Source: an optimization exercise on an open RTL-to-GDS flow (aim: small area). Production flows keep margins and buffers that such runs may drop.
The RTL was checked by simulation tests, not by an equivalence proof against the original design.
No activity file was given, so power comes from the tool's default toggle rates. The flow treats the clock pin as an ideal source, which a real chip does not have.

==> inputs of yarrow <==
==> flow/design.v <==
package mnist_frame_binarizer_pkg;
    localparam int IMG_W      = 28;
    localparam int IMG_H      = 28;
    localparam int CROP_OFF   = 4;
    localparam int CROP_W     = 20;
    localparam int PIX_W      = 8;
    localparam int THRESH     = 128;
    localparam int NET_INPUTS = CROP_W * CROP_W;
    localparam int COL_W = $clog2(IMG_W);
    localparam int ROW_W = $clog2(IMG_H);
    localparam int K_W   = $clog2(NET_INPUTS);
    localparam logic [COL_W-1:0] COL_LAST    = COL_W'(IMG_W - 1);
    localparam logic [ROW_W-1:0] ROW_LAST    = ROW_W'(IMG_H - 1);
    localparam logic [COL_W-1:0] COL_CROP_LO = COL_W'(CROP_OFF);
    localparam logic [COL_W-1:0] COL_CROP_HI = COL_W'(CROP_OFF + CROP_W - 1);
    localparam logic [ROW_W-1:0] ROW_CROP_LO = ROW_W'(CROP_OFF);
    localparam logic [ROW_W-1:0] ROW_CROP_HI = ROW_W'(CROP_OFF + CROP_W - 1);
    localparam logic [PIX_W-1:0] THRESH_V    = PIX_W'(THRESH);
    typedef enum logic {
        FILL = 1'b0,
        HOLD = 1'b1
    } state_t;
endpackage
module mnist_crop_counter
(
    input  logic           clk,
    input  logic           rst_n,
    input  logic           beat,
    input  logic           in_last,
    output logic           in_crop,
    output logic           is_final
);
    logic [mnist_frame_binarizer_pkg::ROW_W-1:0] row_q;
    logic [mnist_frame_binarizer_pkg::COL_W-1:0] col_q;
    always_comb begin
        in_crop  = (row_q >= mnist_frame_binarizer_pkg::ROW_CROP_LO) && (row_q <= mnist_frame_binarizer_pkg::ROW_CROP_HI) &&
                   (col_q >= mnist_frame_binarizer_pkg::COL_CROP_LO) && (col_q <= mnist_frame_binarizer_pkg::COL_CROP_HI);
        is_final = (row_q == mnist_frame_binarizer_pkg::ROW_LAST) && (col_q == mnist_frame_binarizer_pkg::COL_LAST);
    end
    always_ff @(posedge clk or negedge rst_n) begin
        if (!rst_n) begin
            row_q <= '0;
            col_q <= '0;
        end else if (beat) begin
            if (is_final || in_last) begin
                row_q <= '0;
                col_q <= '0;
            end else if (col_q == mnist_frame_binarizer_pkg::COL_LAST) begin
                col_q <= '0;
                row_q <= row_q + mnist_frame_binarizer_pkg::ROW_W'(1);
            end else begin
                col_q <= col_q + mnist_frame_binarizer_pkg::COL_W'(1);
            end
        end
    end
endmodule
module mnist_frame_binarizer
(
    input  logic                  clk,
    input  logic                  rst_n,
    input  logic                  in_valid,
    output logic                  in_ready,
    input  logic [mnist_frame_binarizer_pkg::PIX_W-1:0] in_pixel,
    input  logic                  in_last,
    output logic                  out_valid,
    input  logic                  out_ready,
    output logic [mnist_frame_binarizer_pkg::NET_INPUTS-1:0] out_frame,
    output logic                  frame_err
    ,
    output logic [7:0]            err_cnt
);
    logic                  hold_q;
    logic [mnist_frame_binarizer_pkg::NET_INPUTS-1:0] asm_q;
    logic                  beat;
    logic                  pix_bit;
    logic                  in_crop;
    logic                  is_final;
    logic                  frame_done;
    logic                  out_free;
    logic                  out_take;
    logic                  load;
    assign in_ready = !hold_q;
    mnist_crop_counter u_cnt (
        .clk      (clk),
        .rst_n    (rst_n),
        .beat     (beat),
        .in_last  (in_last),
        .in_crop  (in_crop),
        .is_final (is_final)
    );
    always_comb begin
        beat       = in_valid && !hold_q;
        pix_bit    = (in_pixel >= mnist_frame_binarizer_pkg::THRESH_V);
        frame_done = beat && is_final && in_last;
        out_free   = !out_valid || out_ready;
        out_take   = out_valid && out_ready;
        load       = (frame_done && out_free) || (hold_q && out_take);
    end
    always_ff @(posedge clk) begin
        if (beat && in_crop) begin
            asm_q <= {pix_bit, asm_q[mnist_frame_binarizer_pkg::NET_INPUTS-1:1]};
        end
        if (load) begin
            out_frame <= asm_q;
        end
    end
    always_ff @(posedge clk or negedge rst_n) begin
        if (!rst_n) begin
            hold_q    <= 1'b0;
            out_valid <= 1'b0;
            frame_err <= 1'b0;
        end else begin
            hold_q    <= hold_q ? !out_ready : (frame_done && !out_free);
            out_valid <= load || (out_valid && !out_ready);
            frame_err <= beat && (in_last != is_final);
        end
    end
    always_ff @(posedge clk or negedge rst_n) begin
        if (!rst_n) begin
            err_cnt <= '0;
        end else if (frame_err && (err_cnt != 8'hFF)) begin
            err_cnt <= err_cnt + 8'd1;
        end
    end
endmodule
==> flow/run.sh <==
#!/bin/bash
# synth_recipe.tcl (not shown) runs the flow's synth.tcl, then flattens the netlist and writes it again
# the make line also repeats each setting of config.mk as NAME=value (left out here)
make -C /OpenROAD-flow-scripts/flow DESIGN_CONFIG=/design/flow/config.mk WORK_HOME=/design/flow/orfs CLKGATE_MAP_FILE= SYNTH_SCRIPT=/design/flow/synth_recipe.tcl finish
==> flow/config.mk <==
export PLATFORM = sky130hd
export DESIGN_NAME = mnist_frame_binarizer
export DESIGN_NICKNAME = mnist_frame_binarizer
export VERILOG_FILES = /design/flow/design.v
export SDC_FILE = /design/flow/constraint.sdc
export NUM_CORES = 4
export LEC_CHECK = 0
export CAP_MARGIN = 20
export CORE_MARGIN = 2
export CORE_UTILIZATION = 60
export CTS_BUF_LIST = sky130_fd_sc_hd__clkbuf_4 sky130_fd_sc_hd__clkbuf_8
export CTS_CLUSTER_SIZE = 30
export SLEW_MARGIN = 20
==> flow/constraint.sdc <==
create_clock -name core_clock -period 6.5 [get_ports {clk}]
set_input_delay 1.3000 -clock core_clock [delete_from_list [all_inputs] [get_ports {clk}]]
set_output_delay 1.3000 -clock core_clock [all_outputs]
set_load 0.01 [all_outputs]
==> xenon (differences from yarrow) <==
--- a/flow/design.v
+++ b/flow/design.v
@@ -31,25 +31,36 @@
     output logic           is_final
 );
-    logic [mnist_frame_binarizer_pkg::ROW_W-1:0] row_q;
-    logic [mnist_frame_binarizer_pkg::COL_W-1:0] col_q;
+    localparam logic [4:0] X_FIRST = 5'(32 - mnist_frame_binarizer_pkg::CROP_OFF);
+    localparam logic [4:0] X_LAST  = 5'(mnist_frame_binarizer_pkg::IMG_W - 1 - mnist_frame_binarizer_pkg::CROP_OFF);
+    logic [4:0] row_q;
+    logic [4:0] col_q;
+    logic       col_end;
+    logic       restart;
+    logic       col_step;
+    logic       row_step;
     always_comb begin
-        in_crop  = (row_q >= mnist_frame_binarizer_pkg::ROW_CROP_LO) && (row_q <= mnist_frame_binarizer_pkg::ROW_CROP_HI) &&
-                   (col_q >= mnist_frame_binarizer_pkg::COL_CROP_LO) && (col_q <= mnist_frame_binarizer_pkg::COL_CROP_HI);
-        is_final = (row_q == mnist_frame_binarizer_pkg::ROW_LAST) && (col_q == mnist_frame_binarizer_pkg::COL_LAST);
+        col_end  = (col_q == X_LAST);
+        in_crop  = (row_q < 5'(mnist_frame_binarizer_pkg::CROP_W)) && (col_q < 5'(mnist_frame_binarizer_pkg::CROP_W));
+        is_final = (row_q == X_LAST) && col_end;
+        restart  = beat && (is_final || in_last || col_end);
+        col_step = beat && !(is_final || in_last || col_end);
+        row_step = beat && col_end && !(is_final || in_last);
     end
     always_ff @(posedge clk or negedge rst_n) begin
         if (!rst_n) begin
-            row_q <= '0;
-            col_q <= '0;
-        end else if (beat) begin
-            if (is_final || in_last) begin
-                row_q <= '0;
-                col_q <= '0;
-            end else if (col_q == mnist_frame_binarizer_pkg::COL_LAST) begin
-                col_q <= '0;
-                row_q <= row_q + mnist_frame_binarizer_pkg::ROW_W'(1);
-            end else begin
-                col_q <= col_q + mnist_frame_binarizer_pkg::COL_W'(1);
-            end
+            col_q <= X_FIRST;
+        end else if (restart) begin
+            col_q <= X_FIRST;
+        end else if (col_step) begin
+            col_q <= col_q + 5'd1;
+        end
+    end
+    always_ff @(posedge clk or negedge rst_n) begin
+        if (!rst_n) begin
+            row_q <= X_FIRST;
+        end else if (beat && (is_final || in_last)) begin
+            row_q <= X_FIRST;
+        end else if (row_step) begin
+            row_q <= row_q + 5'd1;
         end
     end
@@ -116,9 +127,11 @@
         end
     end
+    logic err_inc;
+    assign err_inc = frame_err && !(&err_cnt);
     always_ff @(posedge clk or negedge rst_n) begin
         if (!rst_n) begin
             err_cnt <= '0;
-        end else if (frame_err && (err_cnt != 8'hFF)) begin
-            err_cnt <= err_cnt + 8'd1;
+        end else begin
+            err_cnt <= err_cnt + {7'd0, err_inc};
         end
     end
==> flow/flow/run.sh (new file) <==
#!/bin/bash
# Standard layout, but with the smallest buffer on every input and output port.
set -euo pipefail
export BUFFER_PORTS_ARGS="-buffer_cell sky130_fd_sc_hd__buf_1"
# The standard clock tree settings, without dummy loads on the leaf nets.
export CTS_ARGS="-sink_clustering_enable -repair_clock_nets -sink_clustering_size 31 -sink_clustering_max_diameter 200 -buf_list sky130_fd_sc_hd__clkbuf_16 -dont_use_dummy_load"
bash standard.sh > standard.log 2>&1
==> flow/standard.sh (new file) <==
#!/bin/bash
# synth_recipe.tcl (not shown) runs the flow's synth.tcl, then flattens the netlist and writes it again
# the make line also repeats each setting of config.mk as NAME=value (left out here)
make -C /OpenROAD-flow-scripts/flow DESIGN_CONFIG=/design/flow/config.mk WORK_HOME=/design/flow/orfs CLKGATE_MAP_FILE= SYNTH_SCRIPT=/design/flow/synth_recipe.tcl "${@:-finish}"
- CAP_MARGIN: 20 -> 0
- CORE_UTILIZATION: 60 -> 70
- CTS_BUF_LIST: sky130_fd_sc_hd__clkbuf_4 sky130_fd_sc_hd__clkbuf_8 -> sky130_fd_sc_hd__clkbuf_16
- CTS_CLUSTER_DIAMETER: unset -> 200
- CTS_CLUSTER_SIZE: 30 -> 31
- SLEW_MARGIN: 20 -> 0
removed: flow/run.sh
==> juniper (differences from yarrow) <==
--- a/flow/design.v
+++ b/flow/design.v
@@ -31,25 +31,36 @@
     output logic           is_final
 );
-    logic [mnist_frame_binarizer_pkg::ROW_W-1:0] row_q;
-    logic [mnist_frame_binarizer_pkg::COL_W-1:0] col_q;
+    localparam logic [4:0] X_FIRST = 5'(32 - mnist_frame_binarizer_pkg::CROP_OFF);
+    localparam logic [4:0] X_LAST  = 5'(mnist_frame_binarizer_pkg::IMG_W - 1 - mnist_frame_binarizer_pkg::CROP_OFF);
+    logic [4:0] row_q;
+    logic [4:0] col_q;
+    logic       col_end;
+    logic       restart;
+    logic       col_step;
+    logic       row_step;
     always_comb begin
-        in_crop  = (row_q >= mnist_frame_binarizer_pkg::ROW_CROP_LO) && (row_q <= mnist_frame_binarizer_pkg::ROW_CROP_HI) &&
-                   (col_q >= mnist_frame_binarizer_pkg::COL_CROP_LO) && (col_q <= mnist_frame_binarizer_pkg::COL_CROP_HI);
-        is_final = (row_q == mnist_frame_binarizer_pkg::ROW_LAST) && (col_q == mnist_frame_binarizer_pkg::COL_LAST);
+        col_end  = (col_q == X_LAST);
+        in_crop  = (row_q < 5'(mnist_frame_binarizer_pkg::CROP_W)) && (col_q < 5'(mnist_frame_binarizer_pkg::CROP_W));
+        is_final = (row_q == X_LAST) && col_end;
+        restart  = beat && (is_final || in_last || col_end);
+        col_step = beat && !(is_final || in_last || col_end);
+        row_step = beat && col_end && !(is_final || in_last);
     end
     always_ff @(posedge clk or negedge rst_n) begin
         if (!rst_n) begin
-            row_q <= '0;
-            col_q <= '0;
-        end else if (beat) begin
-            if (is_final || in_last) begin
-                row_q <= '0;
-                col_q <= '0;
-            end else if (col_q == mnist_frame_binarizer_pkg::COL_LAST) begin
-                col_q <= '0;
-                row_q <= row_q + mnist_frame_binarizer_pkg::ROW_W'(1);
-            end else begin
-                col_q <= col_q + mnist_frame_binarizer_pkg::COL_W'(1);
-            end
+            col_q <= X_FIRST;
+        end else if (restart) begin
+            col_q <= X_FIRST;
+        end else if (col_step) begin
+            col_q <= col_q + 5'd1;
+        end
+    end
+    always_ff @(posedge clk or negedge rst_n) begin
+        if (!rst_n) begin
+            row_q <= X_FIRST;
+        end else if (beat && (is_final || in_last)) begin
+            row_q <= X_FIRST;
+        end else if (row_step) begin
+            row_q <= row_q + 5'd1;
         end
     end
@@ -116,9 +127,11 @@
         end
     end
+    logic err_inc;
+    assign err_inc = frame_err && !(&err_cnt);
     always_ff @(posedge clk or negedge rst_n) begin
         if (!rst_n) begin
             err_cnt <= '0;
-        end else if (frame_err && (err_cnt != 8'hFF)) begin
-            err_cnt <= err_cnt + 8'd1;
+        end else begin
+            err_cnt <= err_cnt + {7'd0, err_inc};
         end
     end
==> flow/flow/run.sh (new file) <==
#!/bin/bash
# Standard layout, but with the smallest buffer on every input and output port.
set -euo pipefail
export BUFFER_PORTS_ARGS="-buffer_cell sky130_fd_sc_hd__buf_1"
bash standard.sh > standard.log 2>&1
==> flow/standard.sh (new file) <==
#!/bin/bash
# synth_recipe.tcl (not shown) runs the flow's synth.tcl, then flattens the netlist and writes it again
# the make line also repeats each setting of config.mk as NAME=value (left out here)
make -C /OpenROAD-flow-scripts/flow DESIGN_CONFIG=/design/flow/config.mk WORK_HOME=/design/flow/orfs CLKGATE_MAP_FILE= SYNTH_SCRIPT=/design/flow/synth_recipe.tcl "${@:-finish}"
- CAP_MARGIN: 20 -> 0
- CTS_BUF_LIST: sky130_fd_sc_hd__clkbuf_4 sky130_fd_sc_hd__clkbuf_8 -> sky130_fd_sc_hd__clkbuf_16
- CTS_CLUSTER_DIAMETER: unset -> 200
- CTS_CLUSTER_SIZE: 30 -> 33
- SLEW_MARGIN: 20 -> 0
removed: flow/run.sh
==> qor summary <==
	yarrow	juniper	xenon
Area of all placed cells without fillers	32,690 um^2	28,220 um^2	28,070 um^2
Area added between synthesis and finish	29.44%	12.58%	11.97%
Netlist cell types	41	35	35
Hold path startpoint	asm_q[0]$_DFFE_PP_	asm_q[0]$_DFFE_PP_	asm_q[131]$_DFFE_PP_
Total half-perimeter wirelength after legalization and detailed placement	29,250 um	27,010 um	26,430 um
Result of the run	complete, no violations	complete, no violations	complete, no violations
Via count of the first global-routing pass	10,930	9,819	9,621
Met1 track demand over resource	0.2776	0.2637	0.2966
Global-route wire length before repair	68,170 um	61,260 um	59,820 um
Post-layout power	0.01002 W	0.008067 W	0.007993 W
Drt total wl	46,770 um	42,030 um	40,830 um
Comb_multi_in	90	73	73
Critical path destination	out_frame[323]$_DFFE_PP_	asm_q[167]$_DFFE_PP_	asm_q[131]$_DFFE_PP_
Full die area	43,750 um^2	43,430 um^2	37,340 um^2
Met1 layer wirelength in the final routing	18,260 um	17,060 um	15,540 um
Number of cells after detailed placement	1,886	1,853	1,781
Maximum number of pins on one net before global-route repair	177	161	193
Internal power summed over all cells	0.008103 W	0.006616 W	0.006591 W
Number of cells traversed by the worst register-to-register path	5	6	6
Sequential share of the synthesized area	0.9721	0.9795	0.9795
Number of CTS-inserted buffers	130	28	30

* * *

==> pepper <==
RTL: the design.v shown in full above, as it stands there.
Settings: LEC_CHECK=0, CAP_MARGIN=20, CORE_MARGIN=2, CORE_UTILIZATION=40, SLEW_MARGIN=20; clock period 6.5 ns.
run.sh (not shown) runs the stock make flow with config.mk's settings and CLKGATE_MAP_FILE= SYNTH_SCRIPT=/design/flow/synth_recipe.tcl, a recipe that flattens the netlist after the stock synthesis.
Stock flow here: none of the scripts above is used.
==> raven: changes against pepper <==
--- a/flow/design.v
+++ b/flow/design.v
@@ -30,27 +30,38 @@
     output logic           in_crop,
     output logic           is_final
 );
-    logic [mnist_frame_binarizer_pkg::ROW_W-1:0] row_q;
-    logic [mnist_frame_binarizer_pkg::COL_W-1:0] col_q;
+    localparam logic [4:0] X_FIRST = 5'(32 - mnist_frame_binarizer_pkg::CROP_OFF);
+    localparam logic [4:0] X_LAST  = 5'(mnist_frame_binarizer_pkg::IMG_W - 1 - mnist_frame_binarizer_pkg::CROP_OFF);
+    logic [4:0] row_q;
+    logic [4:0] col_q;
+    logic       col_end;
+    logic       restart;
+    logic       col_step;
+    logic       row_step;
     always_comb begin
-        in_crop  = (row_q >= mnist_frame_binarizer_pkg::ROW_CROP_LO) && (row_q <= mnist_frame_binarizer_pkg::ROW_CROP_HI) &&
-                   (col_q >= mnist_frame_binarizer_pkg::COL_CROP_LO) && (col_q <= mnist_frame_binarizer_pkg::COL_CROP_HI);
-        is_final = (row_q == mnist_frame_binarizer_pkg::ROW_LAST) && (col_q == mnist_frame_binarizer_pkg::COL_LAST);
+        col_end  = (col_q == X_LAST);
+        in_crop  = (row_q < 5'(mnist_frame_binarizer_pkg::CROP_W)) && (col_q < 5'(mnist_frame_binarizer_pkg::CROP_W));
+        is_final = (row_q == X_LAST) && col_end;
+        restart  = beat && (is_final || in_last || col_end);
+        col_step = beat && !(is_final || in_last || col_end);
+        row_step = beat && col_end && !(is_final || in_last);
     end
     always_ff @(posedge clk or negedge rst_n) begin
         if (!rst_n) begin
-            row_q <= '0;
-            col_q <= '0;
-        end else if (beat) begin
-            if (is_final || in_last) begin
-                row_q <= '0;
-                col_q <= '0;
-            end else if (col_q == mnist_frame_binarizer_pkg::COL_LAST) begin
-                col_q <= '0;
-                row_q <= row_q + mnist_frame_binarizer_pkg::ROW_W'(1);
-            end else begin
-                col_q <= col_q + mnist_frame_binarizer_pkg::COL_W'(1);
-            end
+            col_q <= X_FIRST;
+        end else if (restart) begin
+            col_q <= X_FIRST;
+        end else if (col_step) begin
+            col_q <= col_q + 5'd1;
+        end
+    end
+    always_ff @(posedge clk or negedge rst_n) begin
+        if (!rst_n) begin
+            row_q <= X_FIRST;
+        end else if (beat && (is_final || in_last)) begin
+            row_q <= X_FIRST;
+        end else if (row_step) begin
+            row_q <= row_q + 5'd1;
         end
     end
 endmodule
@@ -115,11 +126,13 @@
             frame_err <= beat && (in_last != is_final);
         end
     end
+    logic err_inc;
+    assign err_inc = frame_err && !(&err_cnt);
     always_ff @(posedge clk or negedge rst_n) begin
         if (!rst_n) begin
             err_cnt <= '0;
-        end else if (frame_err && (err_cnt != 8'hFF)) begin
-            err_cnt <= err_cnt + 8'd1;
+        end else begin
+            err_cnt <= err_cnt + {7'd0, err_inc};
         end
     end
 endmodule
==> flow/flow/run.sh (new file) <==
#!/bin/bash
# Standard layout with these changes:
#  - the combinational logic of the standard synthesis is re-mapped for area
#    (flip-flops untouched), before floorplanning;
#  - every input and output port gets the smallest buffer;
set -euo pipefail
here=$(pwd)
export BUFFER_PORTS_ARGS="-buffer_cell sky130_fd_sc_hd__buf_1"
# The standard clock tree settings, without dummy loads on the leaf nets.
export CTS_ARGS="-sink_clustering_enable -repair_clock_nets -sink_clustering_size 34 -sink_clustering_max_diameter 200 -buf_list sky130_fd_sc_hd__clkbuf_16 -dont_use_dummy_load"
R=$here/orfs/results/$FLOW_PLATFORM/mnist_frame_binarizer/base
LIB=$FLOW_HOME/platforms/sky130hd/lib/sky130_fd_sc_hd__tt_025C_1v80.lib

bash standard.sh synth > synth.log 2>&1

# Cells the flow may not use, as the standard synthesis passed them to abc.
DU=$(grep -o -- "-dont_use [A-Za-z0-9_]*" orfs/logs/$FLOW_PLATFORM/mnist_frame_binarizer/base/1_2_yosys.log | sort -u | tr '\n' ' ')
cp $R/1_2_yosys.v std_synth.v
sed -e "s#@LIB@#$LIB#g" -e "s#@IN@#$here/std_synth.v#" -e "s#@TOP@#$FLOW_TOP#" \
    -e "s#@DONTUSE@#$DU#" -e "s#@SCRIPT@#$here/flow/area.abc#" -e "s#@OUT@#$here/resyn_all.v#" \
    flow/resyn.ys.in > resyn.ys
yosys -l resyn.log resyn.ys > /dev/null 2>&1
# Keep only the top module (the file also holds the cell models yosys read).
awk -v top="$FLOW_TOP" '$1=="module"{keep=($2 ~ "^"top"[ (]")} keep{print} $1=="endmodule"{keep=0}' resyn_all.v > resyn.v
grep -q "^module $FLOW_TOP" resyn.v
cp resyn.v $R/1_2_yosys.v
touch $R/1_2_yosys.v

bash standard.sh finish > standard.log 2>&1
==> flow/flow/area.abc (new file) <==
strash
dc2
dch -f
amap
topo
==> flow/flow/resyn.ys.in (new file) <==
# Re-map the combinational logic of the standard synthesis for area. The
# flip-flops are kept as they are (same cells, same instance names).
read_liberty -ignore_miss_func @LIB@
read_verilog @IN@
hierarchy -top @TOP@
setattr -mod -set keep_hierarchy 1 sky130_fd_sc_hd__df* sky130_fd_sc_hd__edf* sky130_fd_sc_hd__sdf* sky130_fd_sc_hd__dl* sky130_fd_sc_hd__sedf*
flatten
opt -purge
abc -liberty @LIB@ @DONTUSE@ -script @SCRIPT@
# left out here: clean up, clear keep_hierarchy
stat -liberty @LIB@
write_verilog -noattr -noexpr -nohex -nodec @OUT@
==> flow/standard.sh (new file) <==
#!/bin/bash
# synth_recipe.tcl (not shown) runs the flow's synth.tcl, then flattens the netlist and writes it again
# the make line also repeats each setting of config.mk as NAME=value (left out here)
make -C /OpenROAD-flow-scripts/flow DESIGN_CONFIG=/design/flow/config.mk WORK_HOME=/design/flow/orfs CLKGATE_MAP_FILE= SYNTH_SCRIPT=/design/flow/synth_recipe.tcl "${@:-finish}"
- CAP_MARGIN: 20 -> 0
- CORE_UTILIZATION: 40 -> 80
- CTS_BUF_LIST: not set -> sky130_fd_sc_hd__clkbuf_16
- CTS_CLUSTER_DIAMETER: not set -> 200
- CTS_CLUSTER_SIZE: not set -> 34
- SLEW_MARGIN: 20 -> 0
removed: flow/run.sh
==> harbor: changes against pepper <==
==> flow/flow/run.sh (new file) <==
#!/bin/bash
# Standard layout, but with the smallest buffer on every input and output port.
set -euo pipefail
export BUFFER_PORTS_ARGS="-buffer_cell sky130_fd_sc_hd__buf_1"
bash standard.sh > standard.log 2>&1
==> flow/standard.sh (new file) <==
#!/bin/bash
# synth_recipe.tcl (not shown) runs the flow's synth.tcl, then flattens the netlist and writes it again
# the make line also repeats each setting of config.mk as NAME=value (left out here)
make -C /OpenROAD-flow-scripts/flow DESIGN_CONFIG=/design/flow/config.mk WORK_HOME=/design/flow/orfs CLKGATE_MAP_FILE= SYNTH_SCRIPT=/design/flow/synth_recipe.tcl "${@:-finish}"
- CORE_UTILIZATION: 40 -> 60
- CTS_BUF_LIST: not set -> sky130_fd_sc_hd__clkbuf_4 sky130_fd_sc_hd__clkbuf_8
- CTS_CLUSTER_SIZE: not set -> 30
removed: flow/run.sh
==> indigo: changes against pepper <==
==> flow/flow/run.sh (new file) <==
#!/bin/bash
# Standard layout, but with the smallest buffer on every input and output port.
set -euo pipefail
export BUFFER_PORTS_ARGS="-buffer_cell sky130_fd_sc_hd__buf_1"
bash standard.sh > standard.log 2>&1
==> flow/standard.sh (new file) <==
#!/bin/bash
# synth_recipe.tcl (not shown) runs the flow's synth.tcl, then flattens the netlist and writes it again
# the make line also repeats each setting of config.mk as NAME=value (left out here)
make -C /OpenROAD-flow-scripts/flow DESIGN_CONFIG=/design/flow/config.mk WORK_HOME=/design/flow/orfs CLKGATE_MAP_FILE= SYNTH_SCRIPT=/design/flow/synth_recipe.tcl "${@:-finish}"
- CAP_MARGIN: 20 -> 0
- CORE_UTILIZATION: 40 -> 75
- CTS_BUF_LIST: not set -> sky130_fd_sc_hd__clkbuf_16
- CTS_CLUSTER_DIAMETER: not set -> 200
- CTS_CLUSTER_SIZE: not set -> 30
- SLEW_MARGIN: 20 -> 0
removed: flow/run.sh
==> impl_metrics.json <==
{
  "outcome": "timing/DRC/antenna clean",
  "whs_path_depth": 0,
  "fill_cells": 1293,
  "synth_seq_cells": 821,
  "rrSetupSlack_ns": 3.00,
  "ctsResizeCount": 0,
  "finalWirelength_um": 49200,
  "power_clock_uw": 2310,
  "n_tap_cell": 448,
  "power.switching_uw": 1530,
  "place_area_um2": 27500,
  "met3_usage": 0.0795,
  "final_util": 0.850,
  "synthToLayoutAreaGrowth_pct": 12.3,
  "multi_input_area_um2": 678,
  "hp-class": "flip-flop to flip-flop",
  "most-common-layout-cells": "800 x edfxtp_1, 416 x buf_1, 31 x clkbuf_16",
  "power.density_nw_per_um2": 289,
  "cp_num_buf_inv": 3,
  "yosys.area.top_type_share": 0.951,
  "wl_met3_um": 5070
}
The numbers above come from indigo.

==> impl_metrics.json <==
{
  "place_hpwl_um": 38200,
  "stop_stage": "3_5_place_dp",
  "syn-cell-area_um2": 25000,
  "dieHeight_um": 181,
  "routabilityCongestion": 0.800,
  "ys_warn_count": 2,
  "synth.avg_cell_area_um2": 27.6,
  "outcome": "did not finish",
  "start_util": 0.814,
  "io_buffers": 416,
  "synth_fp_nets": 918,
  "netlist_instances": 905,
  "rows": 64,
  "pin_count": 424,
  "die_w_um": 181,
  "error": "[ERROR DPL-0033] detailed placement checks failed during check placement."
}
The numbers above come from raven.

==> impl_metrics.json <==
{
  "fill_cells": 2608,
  "rrSetupSlack_ns": 3.29,
  "finalWirelength_um": 45500,
  "final_util": 0.716,
  "whs_path_depth": 0,
  "hp-class": "flip-flop to flip-flop",
  "ctsResizeCount": 0,
  "n_tap_cell": 539,
  "yosys.area.top_type_share": 0.951,
  "outcome": "timing/DRC/antenna clean",
  "most-common-layout-cells": "800 x edfxtp_1, 416 x buf_1, 124 x clkbuf_8",
  "synth_seq_cells": 821
}
The numbers above come from harbor.

==> impl_metrics.json <==
{
  "outcome": "timing/DRC/antenna clean",
  "rrSetupSlack_ns": 3.31,
  "synth_seq_cells": 821,
  "final_util": 0.533,
  "ctsResizeCount": 0,
  "power_clock_uw": 4730,
  "whs_path_depth": 0,
  "met3_usage": 0.0688,
  "finalWirelength_um": 45700,
  "power.switching_uw": 2040,
  "hp-class": "flip-flop to flip-flop",
  "yosys.area.top_type_share": 0.951,
  "most-common-layout-cells": "800 x edfxtp_1, 415 x clkdlybuf4s50_1, 83 x clkbuf_16",
  "multi_input_area_um2": 678,
  "power.density_nw_per_um2": 318
}
The numbers above come from pepper.

## static timing again, ports no longer ideal
Ports are ideal in the flow. The routed layouts listed here were re-timed in OpenROAD. Step 1 assumes that a clkbuf_16 drives the clock port and a buf_2 every other input. Step 2 adds t to the input delays and takes it off the output delays; t is the mean of the earliest and latest rising clock arrival at the registers after step 1. Input paths then give back, and output paths get back, about the clock's delay inside the block. Three values: no drivers, after step 1, after step 2; two values: the first two.
| run | t (ns) | setup slack, ns | clock arrival spread, ns | worst register clock-pin slew, ns |
|---|---|---|---|---|
| yarrow | 0.786 | 3.188 / 3.214 / 2.428 | 0.026 / 0.025 | 0.07 / 0.07 |
| xenon | 0.623 | 3.098 / 3.129 / 2.507 | 0.042 / 0.041 | 0.11 / 0.11 |
| juniper | 0.658 | 3.260 / 3.291 / 2.633 | 0.025 / 0.024 | 0.12 / 0.12 |
| pepper | 0.659 | 2.994 / 3.014 / 2.355 | 0.025 / 0.025 | 0.06 / 0.06 |
| harbor | 0.722 | 3.258 / 3.285 / 2.564 | 0.019 / 0.019 | 0.07 / 0.07 |
| indigo | 0.648 | 2.906 / 2.920 / 2.272 | 0.026 / 0.026 | 0.12 / 0.12 |
After both steps every run listed still meets setup and hold. For yarrow, which loses most, drivers alone change the setup slack by +0.026 ns; drivers and shift together by -0.760 ns.
